Context: an optimization exercise on an open-source flow, tuned for small area and a short achievable clock period. The choices shown serve that exercise and are no tape-out recipe. In this exercise RTL edits were held to simulation tests only and were not proved equivalent to the original.

==> job 549 <==
==> flow/design.v (excerpt) <==
module alu_dpath (
  input  logic                 clk,
  input  logic                 rst_n,
  input  logic                 alu_req,
  input  logic                 alu_add,
  input  logic                 alu_sub,
  input  logic                 alu_xor,
  input  logic                 alu_sll,
  input  logic                 alu_srl,
  input  logic                 alu_sra,
  input  logic                 alu_or,
  input  logic                 alu_and,
  input  logic                 alu_slt,
  input  logic                 alu_sltu,
  input  logic                 alu_lui,
  input  logic                 alu_dot,
  input  logic [32-1:0] alu_op1,
  input  logic [32-1:0] alu_op2,
  input  logic [32-1:0] dot_a0,
  input  logic [32-1:0] dot_a1,
  input  logic [32-1:0] dot_a2,
  input  logic [32-1:0] dot_a3,
  input  logic [32-1:0] dot_a4,
  input  logic [32-1:0] dot_a5,
  input  logic [32-1:0] dot_a6,
  input  logic [32-1:0] dot_a7,
  input  logic                 bjp_req,
  input  logic [32-1:0] bjp_op1,
  input  logic [32-1:0] bjp_op2,
  input  logic                 bjp_add,
  input  logic                 bjp_cmp_eq,
  input  logic                 bjp_cmp_ne,
  input  logic                 bjp_cmp_lt,
  input  logic                 bjp_cmp_gt,
  input  logic                 bjp_cmp_ltu,
  input  logic                 bjp_cmp_gtu,
  input  logic                 agu_req,
  input  logic [32-1:0] agu_op1,
  input  logic [32-1:0] agu_op2,
  input  logic                 agu_swap,
  input  logic                 agu_add,
  input  logic                 agu_and,
  input  logic                 agu_or,
  input  logic                 agu_xor,
  input  logic                 agu_max,
  input  logic                 agu_min,
  input  logic                 agu_maxu,
  input  logic                 agu_minu,
  input  logic                 sbf_0_ena,
  input  logic [32-1:0] sbf_0_nxt,
  input  logic                 sbf_1_ena,
  input  logic [32-1:0] sbf_1_nxt,
  output logic [32-1:0] dpath_res,
  output logic                 cmp_res,
  output logic [32-1:0] sbf_0_r,
  output logic [32-1:0] sbf_1_r
);
==> flow/config.mk <==
export PLATFORM = sky130hd
export DESIGN_NAME = alu_dpath
export DESIGN_NICKNAME = alu_dpath
export VERILOG_FILES = /design/flow/design.v
export SDC_FILE = /design/flow/constraint.sdc
export NUM_CORES = 4
export LEC_CHECK = 0
export ABC_AREA = 1
export CAP_MARGIN = 25
export CORE_MARGIN = 2
export CORE_UTILIZATION = 50
export PLACE_DENSITY = 0.7
export SETUP_SLACK_MARGIN = 4
export SLEW_MARGIN = 25
export SYNTH_HIERARCHICAL = 1
export BUFFER_PORTS_ARGS = -buffer_cell sky130_fd_sc_hd__buf_1
export SKIP_GATE_CLONING = 1
==> flow/constraint.sdc <==
create_clock -name core_clock -period 20.0 [get_ports {clk}]
set_input_delay 4.0000 -clock core_clock [delete_from_list [all_inputs] [get_ports {clk}]]
set_output_delay 4.0000 -clock core_clock [all_outputs]
set_load 0.01 [all_outputs]
standard.sh (not shown) runs the stock make flow with config.mk's settings and CLKGATE_MAP_FILE= SYNTH_SCRIPT=/design/flow/synth_recipe.tcl, a recipe that flattens the netlist after the stock synthesis.
==> flow/flow/run.sh <==
#!/bin/bash
set -e
cp standard.sh standard_sh_copy.log
cp config.mk config_mk_orig.log
echo 'export BUFFER_PORTS_ARGS = -buffer_cell sky130_fd_sc_hd__buf_1' >> config.mk
echo 'export SKIP_GATE_CLONING = 1' >> config.mk
bash standard.sh > standard.log 2>&1
==> inputs of job 5722, as changes to job 549 <==
--- a/flow/design.v
+++ b/flow/design.v
@@ -25,47 +25,28 @@
   output logic co
 );
   assign s  = a ^ b;
   assign co = a & b;
 endmodule
-module alu_pfx_n (
+module alu_pfx (
   input  logic gh,
   input  logic ph,
   input  logic gl,
   input  logic pl,
-  output logic g_n,
-  output logic p_n
-);
-  assign g_n = ~(gh | (ph & gl));
-  assign p_n = ~(ph & pl);
-endmodule
-module alu_pfx_p (
-  input  logic gh_n,
-  input  logic ph_n,
-  input  logic gl_n,
-  input  logic pl_n,
   output logic g,
   output logic p
 );
-  assign g = ~(gh_n & (ph_n | gl_n));
-  assign p = ~(ph_n | pl_n);
+  assign g = gh | (ph & gl);
+  assign p = ph & pl;
 endmodule
-module alu_pfx_gn (
+module alu_pfx_g (
   input  logic gh,
   input  logic ph,
   input  logic gl,
-  output logic g_n
-);
-  assign g_n = ~(gh | (ph & gl));
-endmodule
-module alu_pfx_gp (
-  input  logic gh_n,
-  input  logic ph_n,
-  input  logic gl_n,
   output logic g
 );
-  assign g = ~(gh_n & (ph_n | gl_n));
+  assign g = gh | (ph & gl);
 endmodule
 `timescale 1ns/1ps
 module alu_dot_unit (
   input  logic [32-1:0]   dot_a0,
   input  logic [32-1:0]   dot_a1,
@@ -3550,42 +3531,35 @@
     .dot_s, .dot_c
   );
   assign b_inv = b ^ {32{f_subtract}};
   assign {carry, sum} = {1'b0, a} + {1'b0, b_inv} + {{32{1'b0}}, f_subtract};
   logic [32-1:0] dot_res;
-  logic [32-1:0] hp_n;
+  logic [32-1:0] hp;
+  logic [32-1:0] hg;
   logic [32-1:0] pg_g [6];
   logic [32-1:0] pg_p [6];
-  assign hp_n    = ~(dot_s ^ dot_c);
-  assign pg_g[0] = ~(dot_s & dot_c);
-  assign pg_p[0] = hp_n;
+  for (genvar i = 0; i < 32; i++) begin : g_pg
+    alu_ha u_pg (.a(dot_s[i]), .b(dot_c[i]), .s(hp[i]), .co(hg[i]));
+  end
+  assign pg_g[0] = hg;
+  assign pg_p[0] = hp;
   for (genvar k = 0; k < 5; k++) begin : g_lvl
     for (genvar i = 0; i < 32; i++) begin : g_bit
       if (i < (1 << k)) begin : g_done
-        assign pg_g[k+1][i] = ~pg_g[k][i];
-        assign pg_p[k+1][i] = ~pg_p[k][i];
+        assign pg_g[k+1][i] = pg_g[k][i];
+        assign pg_p[k+1][i] = pg_p[k][i];
       end else if (i < (2 << k)) begin : g_gray
-        if (k % 2 == 1) begin : g_n
-          alu_pfx_gn u_pfx (.gh(pg_g[k][i]), .ph(pg_p[k][i]), .gl(pg_g[k][i-(1<<k)]),
-                            .g_n(pg_g[k+1][i]));
-        end else begin : g_p
-          alu_pfx_gp u_pfx (.gh_n(pg_g[k][i]), .ph_n(pg_p[k][i]), .gl_n(pg_g[k][i-(1<<k)]),
-                            .g(pg_g[k+1][i]));
-        end
-        assign pg_p[k+1][i] = ~pg_p[k][i];
+        alu_pfx_g u_pfx (.gh(pg_g[k][i]), .ph(pg_p[k][i]), .gl(pg_g[k][i-(1<<k)]),
+                         .g(pg_g[k+1][i]));
+        assign pg_p[k+1][i] = pg_p[k][i];
       end else begin : g_black
-        if (k % 2 == 1) begin : g_n
-          alu_pfx_n u_pfx (.gh(pg_g[k][i]), .ph(pg_p[k][i]), .gl(pg_g[k][i-(1<<k)]),
-                           .pl(pg_p[k][i-(1<<k)]), .g_n(pg_g[k+1][i]), .p_n(pg_p[k+1][i]));
-        end else begin : g_p
-          alu_pfx_p u_pfx (.gh_n(pg_g[k][i]), .ph_n(pg_p[k][i]), .gl_n(pg_g[k][i-(1<<k)]),
-                           .pl_n(pg_p[k][i-(1<<k)]), .g(pg_g[k+1][i]), .p(pg_p[k+1][i]));
-        end
+        alu_pfx u_pfx (.gh(pg_g[k][i]), .ph(pg_p[k][i]), .gl(pg_g[k][i-(1<<k)]),
+                       .pl(pg_p[k][i-(1<<k)]), .g(pg_g[k+1][i]), .p(pg_p[k+1][i]));
       end
     end
   end
-  assign dot_res = ~(hp_n ^ {pg_g[5][32-2:0], 1'b0});
+  assign dot_res = hp ^ {pg_g[5][32-2:0], 1'b0};
   assign lt = f_signed ? (a[32-1] ^ b_inv[32-1] ^ carry) : ~carry;
   logic                 f_right;
   logic                 fill;
   logic [32-1:0] sh_in;
   logic [32-1:0] sh_st [6];
CORE_UTILIZATION = 45   (was 50)
PLACE_DENSITY = 0.65   (was 0.7)
SETUP_SLACK_MARGIN = 3   (was 4)
==> inputs of job 963, as changes to job 549 <==
--- a/flow/design.v
+++ b/flow/design.v
@@ -25,47 +25,28 @@
   output logic co
 );
   assign s  = a ^ b;
   assign co = a & b;
 endmodule
-module alu_pfx_n (
+module alu_pfx (
   input  logic gh,
   input  logic ph,
   input  logic gl,
   input  logic pl,
-  output logic g_n,
-  output logic p_n
-);
-  assign g_n = ~(gh | (ph & gl));
-  assign p_n = ~(ph & pl);
-endmodule
-module alu_pfx_p (
-  input  logic gh_n,
-  input  logic ph_n,
-  input  logic gl_n,
-  input  logic pl_n,
   output logic g,
   output logic p
 );
-  assign g = ~(gh_n & (ph_n | gl_n));
-  assign p = ~(ph_n | pl_n);
+  assign g = gh | (ph & gl);
+  assign p = ph & pl;
 endmodule
-module alu_pfx_gn (
+module alu_pfx_g (
   input  logic gh,
   input  logic ph,
   input  logic gl,
-  output logic g_n
-);
-  assign g_n = ~(gh | (ph & gl));
-endmodule
-module alu_pfx_gp (
-  input  logic gh_n,
-  input  logic ph_n,
-  input  logic gl_n,
   output logic g
 );
-  assign g = ~(gh_n & (ph_n | gl_n));
+  assign g = gh | (ph & gl);
 endmodule
 `timescale 1ns/1ps
 module alu_dot_unit (
   input  logic [32-1:0]   dot_a0,
   input  logic [32-1:0]   dot_a1,
@@ -3550,42 +3531,35 @@
     .dot_s, .dot_c
   );
   assign b_inv = b ^ {32{f_subtract}};
   assign {carry, sum} = {1'b0, a} + {1'b0, b_inv} + {{32{1'b0}}, f_subtract};
   logic [32-1:0] dot_res;
-  logic [32-1:0] hp_n;
+  logic [32-1:0] hp;
+  logic [32-1:0] hg;
   logic [32-1:0] pg_g [6];
   logic [32-1:0] pg_p [6];
-  assign hp_n    = ~(dot_s ^ dot_c);
-  assign pg_g[0] = ~(dot_s & dot_c);
-  assign pg_p[0] = hp_n;
+  for (genvar i = 0; i < 32; i++) begin : g_pg
+    alu_ha u_pg (.a(dot_s[i]), .b(dot_c[i]), .s(hp[i]), .co(hg[i]));
+  end
+  assign pg_g[0] = hg;
+  assign pg_p[0] = hp;
   for (genvar k = 0; k < 5; k++) begin : g_lvl
     for (genvar i = 0; i < 32; i++) begin : g_bit
       if (i < (1 << k)) begin : g_done
-        assign pg_g[k+1][i] = ~pg_g[k][i];
-        assign pg_p[k+1][i] = ~pg_p[k][i];
+        assign pg_g[k+1][i] = pg_g[k][i];
+        assign pg_p[k+1][i] = pg_p[k][i];
       end else if (i < (2 << k)) begin : g_gray
-        if (k % 2 == 1) begin : g_n
-          alu_pfx_gn u_pfx (.gh(pg_g[k][i]), .ph(pg_p[k][i]), .gl(pg_g[k][i-(1<<k)]),
-                            .g_n(pg_g[k+1][i]));
-        end else begin : g_p
-          alu_pfx_gp u_pfx (.gh_n(pg_g[k][i]), .ph_n(pg_p[k][i]), .gl_n(pg_g[k][i-(1<<k)]),
-                            .g(pg_g[k+1][i]));
-        end
-        assign pg_p[k+1][i] = ~pg_p[k][i];
+        alu_pfx_g u_pfx (.gh(pg_g[k][i]), .ph(pg_p[k][i]), .gl(pg_g[k][i-(1<<k)]),
+                         .g(pg_g[k+1][i]));
+        assign pg_p[k+1][i] = pg_p[k][i];
       end else begin : g_black
-        if (k % 2 == 1) begin : g_n
-          alu_pfx_n u_pfx (.gh(pg_g[k][i]), .ph(pg_p[k][i]), .gl(pg_g[k][i-(1<<k)]),
-                           .pl(pg_p[k][i-(1<<k)]), .g_n(pg_g[k+1][i]), .p_n(pg_p[k+1][i]));
-        end else begin : g_p
-          alu_pfx_p u_pfx (.gh_n(pg_g[k][i]), .ph_n(pg_p[k][i]), .gl_n(pg_g[k][i-(1<<k)]),
-                           .pl_n(pg_p[k][i-(1<<k)]), .g(pg_g[k+1][i]), .p(pg_p[k+1][i]));
-        end
+        alu_pfx u_pfx (.gh(pg_g[k][i]), .ph(pg_p[k][i]), .gl(pg_g[k][i-(1<<k)]),
+                       .pl(pg_p[k][i-(1<<k)]), .g(pg_g[k+1][i]), .p(pg_p[k+1][i]));
       end
     end
   end
-  assign dot_res = ~(hp_n ^ {pg_g[5][32-2:0], 1'b0});
+  assign dot_res = hp ^ {pg_g[5][32-2:0], 1'b0};
   assign lt = f_signed ? (a[32-1] ^ b_inv[32-1] ^ carry) : ~carry;
   logic                 f_right;
   logic                 fill;
   logic [32-1:0] sh_in;
   logic [32-1:0] sh_st [6];
PLACE_DENSITY = 0.8   (was 0.7)
==> inputs of job 5157, as changes to job 549 <==
--- a/flow/design.v
+++ b/flow/design.v
@@ -25,47 +25,28 @@
   output logic co
 );
   assign s  = a ^ b;
   assign co = a & b;
 endmodule
-module alu_pfx_n (
+module alu_pfx (
   input  logic gh,
   input  logic ph,
   input  logic gl,
   input  logic pl,
-  output logic g_n,
-  output logic p_n
-);
-  assign g_n = ~(gh | (ph & gl));
-  assign p_n = ~(ph & pl);
-endmodule
-module alu_pfx_p (
-  input  logic gh_n,
-  input  logic ph_n,
-  input  logic gl_n,
-  input  logic pl_n,
   output logic g,
   output logic p
 );
-  assign g = ~(gh_n & (ph_n | gl_n));
-  assign p = ~(ph_n | pl_n);
+  assign g = gh | (ph & gl);
+  assign p = ph & pl;
 endmodule
-module alu_pfx_gn (
+module alu_pfx_g (
   input  logic gh,
   input  logic ph,
   input  logic gl,
-  output logic g_n
-);
-  assign g_n = ~(gh | (ph & gl));
-endmodule
-module alu_pfx_gp (
-  input  logic gh_n,
-  input  logic ph_n,
-  input  logic gl_n,
   output logic g
 );
-  assign g = ~(gh_n & (ph_n | gl_n));
+  assign g = gh | (ph & gl);
 endmodule
 `timescale 1ns/1ps
 module alu_dot_unit (
   input  logic [32-1:0]   dot_a0,
   input  logic [32-1:0]   dot_a1,
@@ -3550,42 +3531,35 @@
     .dot_s, .dot_c
   );
   assign b_inv = b ^ {32{f_subtract}};
   assign {carry, sum} = {1'b0, a} + {1'b0, b_inv} + {{32{1'b0}}, f_subtract};
   logic [32-1:0] dot_res;
-  logic [32-1:0] hp_n;
+  logic [32-1:0] hp;
+  logic [32-1:0] hg;
   logic [32-1:0] pg_g [6];
   logic [32-1:0] pg_p [6];
-  assign hp_n    = ~(dot_s ^ dot_c);
-  assign pg_g[0] = ~(dot_s & dot_c);
-  assign pg_p[0] = hp_n;
+  for (genvar i = 0; i < 32; i++) begin : g_pg
+    alu_ha u_pg (.a(dot_s[i]), .b(dot_c[i]), .s(hp[i]), .co(hg[i]));
+  end
+  assign pg_g[0] = hg;
+  assign pg_p[0] = hp;
   for (genvar k = 0; k < 5; k++) begin : g_lvl
     for (genvar i = 0; i < 32; i++) begin : g_bit
       if (i < (1 << k)) begin : g_done
-        assign pg_g[k+1][i] = ~pg_g[k][i];
-        assign pg_p[k+1][i] = ~pg_p[k][i];
+        assign pg_g[k+1][i] = pg_g[k][i];
+        assign pg_p[k+1][i] = pg_p[k][i];
       end else if (i < (2 << k)) begin : g_gray
-        if (k % 2 == 1) begin : g_n
-          alu_pfx_gn u_pfx (.gh(pg_g[k][i]), .ph(pg_p[k][i]), .gl(pg_g[k][i-(1<<k)]),
-                            .g_n(pg_g[k+1][i]));
-        end else begin : g_p
-          alu_pfx_gp u_pfx (.gh_n(pg_g[k][i]), .ph_n(pg_p[k][i]), .gl_n(pg_g[k][i-(1<<k)]),
-                            .g(pg_g[k+1][i]));
-        end
-        assign pg_p[k+1][i] = ~pg_p[k][i];
+        alu_pfx_g u_pfx (.gh(pg_g[k][i]), .ph(pg_p[k][i]), .gl(pg_g[k][i-(1<<k)]),
+                         .g(pg_g[k+1][i]));
+        assign pg_p[k+1][i] = pg_p[k][i];
       end else begin : g_black
-        if (k % 2 == 1) begin : g_n
-          alu_pfx_n u_pfx (.gh(pg_g[k][i]), .ph(pg_p[k][i]), .gl(pg_g[k][i-(1<<k)]),
-                           .pl(pg_p[k][i-(1<<k)]), .g_n(pg_g[k+1][i]), .p_n(pg_p[k+1][i]));
-        end else begin : g_p
-          alu_pfx_p u_pfx (.gh_n(pg_g[k][i]), .ph_n(pg_p[k][i]), .gl_n(pg_g[k][i-(1<<k)]),
-                           .pl_n(pg_p[k][i-(1<<k)]), .g(pg_g[k+1][i]), .p(pg_p[k+1][i]));
-        end
+        alu_pfx u_pfx (.gh(pg_g[k][i]), .ph(pg_p[k][i]), .gl(pg_g[k][i-(1<<k)]),
+                       .pl(pg_p[k][i-(1<<k)]), .g(pg_g[k+1][i]), .p(pg_p[k+1][i]));
       end
     end
   end
-  assign dot_res = ~(hp_n ^ {pg_g[5][32-2:0], 1'b0});
+  assign dot_res = hp ^ {pg_g[5][32-2:0], 1'b0};
   assign lt = f_signed ? (a[32-1] ^ b_inv[32-1] ^ carry) : ~carry;
   logic                 f_right;
   logic                 fill;
   logic [32-1:0] sh_in;
   logic [32-1:0] sh_st [6];
==> flow/flow/run.sh (replaced) <==
#!/bin/bash
set -e
cp standard.sh standard_sh_copy.log
cp config.mk config_mk_orig.log
echo 'export BUFFER_PORTS_ARGS = -buffer_cell sky130_fd_sc_hd__buf_1' >> config.mk
bash standard.sh > standard.log 2>&1
CORE_UTILIZATION = 45   (was 50)
PLACE_DENSITY = 0.65   (was 0.7)
SKIP_GATE_CLONING = default   (was 1)
==> comparison <==
- The highest global-route usage belongs to job 963, the lowest to job 5722.
- In sequential cell count, job 549 and job 5722 do not differ.
- Final cell count: job 549 is smaller than job 963 (about 2.4%).
- The lowest via count belongs to job 5722, the highest to job 963.
- In job 549 the synthesized cell count is lower than in job 963, by 3.8%.
- Job 549 completed without violations. Job 963 ran to the end with no violations. Job 5157 passed the timing, design-rule and antenna checks. Job 5722 went through all stages and came out clean.

## static timing again, ports no longer ideal
No port has a modelled driver above. Below, the same layouts with a new extraction and two added sets of constraints. Step 1: set_driving_cell puts a clkbuf_16 on clk and a buf_2 on each other input, an assumption about the parent block. Step 2 also shifts input and output timing later by t, the mid clock arrival at the registers, as if the neighbouring blocks saw the same clock. Three values: no drivers, after step 1, after step 2; two values: the first two.
run	t, ns	slack for setup (ns)	hold slack, ns	worst setup path after step 2	worst slew at a driven data input, ns
job 549	0.359	3.795 / 3.769 / 3.769	0.466 / 0.466 / 0.466	input to output	0.11
job 5722	0.355	3.109 / 3.085 / 3.085	0.466 / 0.466 / 0.466	input to output	0.12
job 963	0.359	4.022 / 3.996 / 3.996	0.468 / 0.468 / 0.468	input to output	0.12
job 5157	0.355	4.010 / 3.989 / 3.989	0.466 / 0.466 / 0.466	input to output	0.12
After both steps every run listed still meets setup and hold.
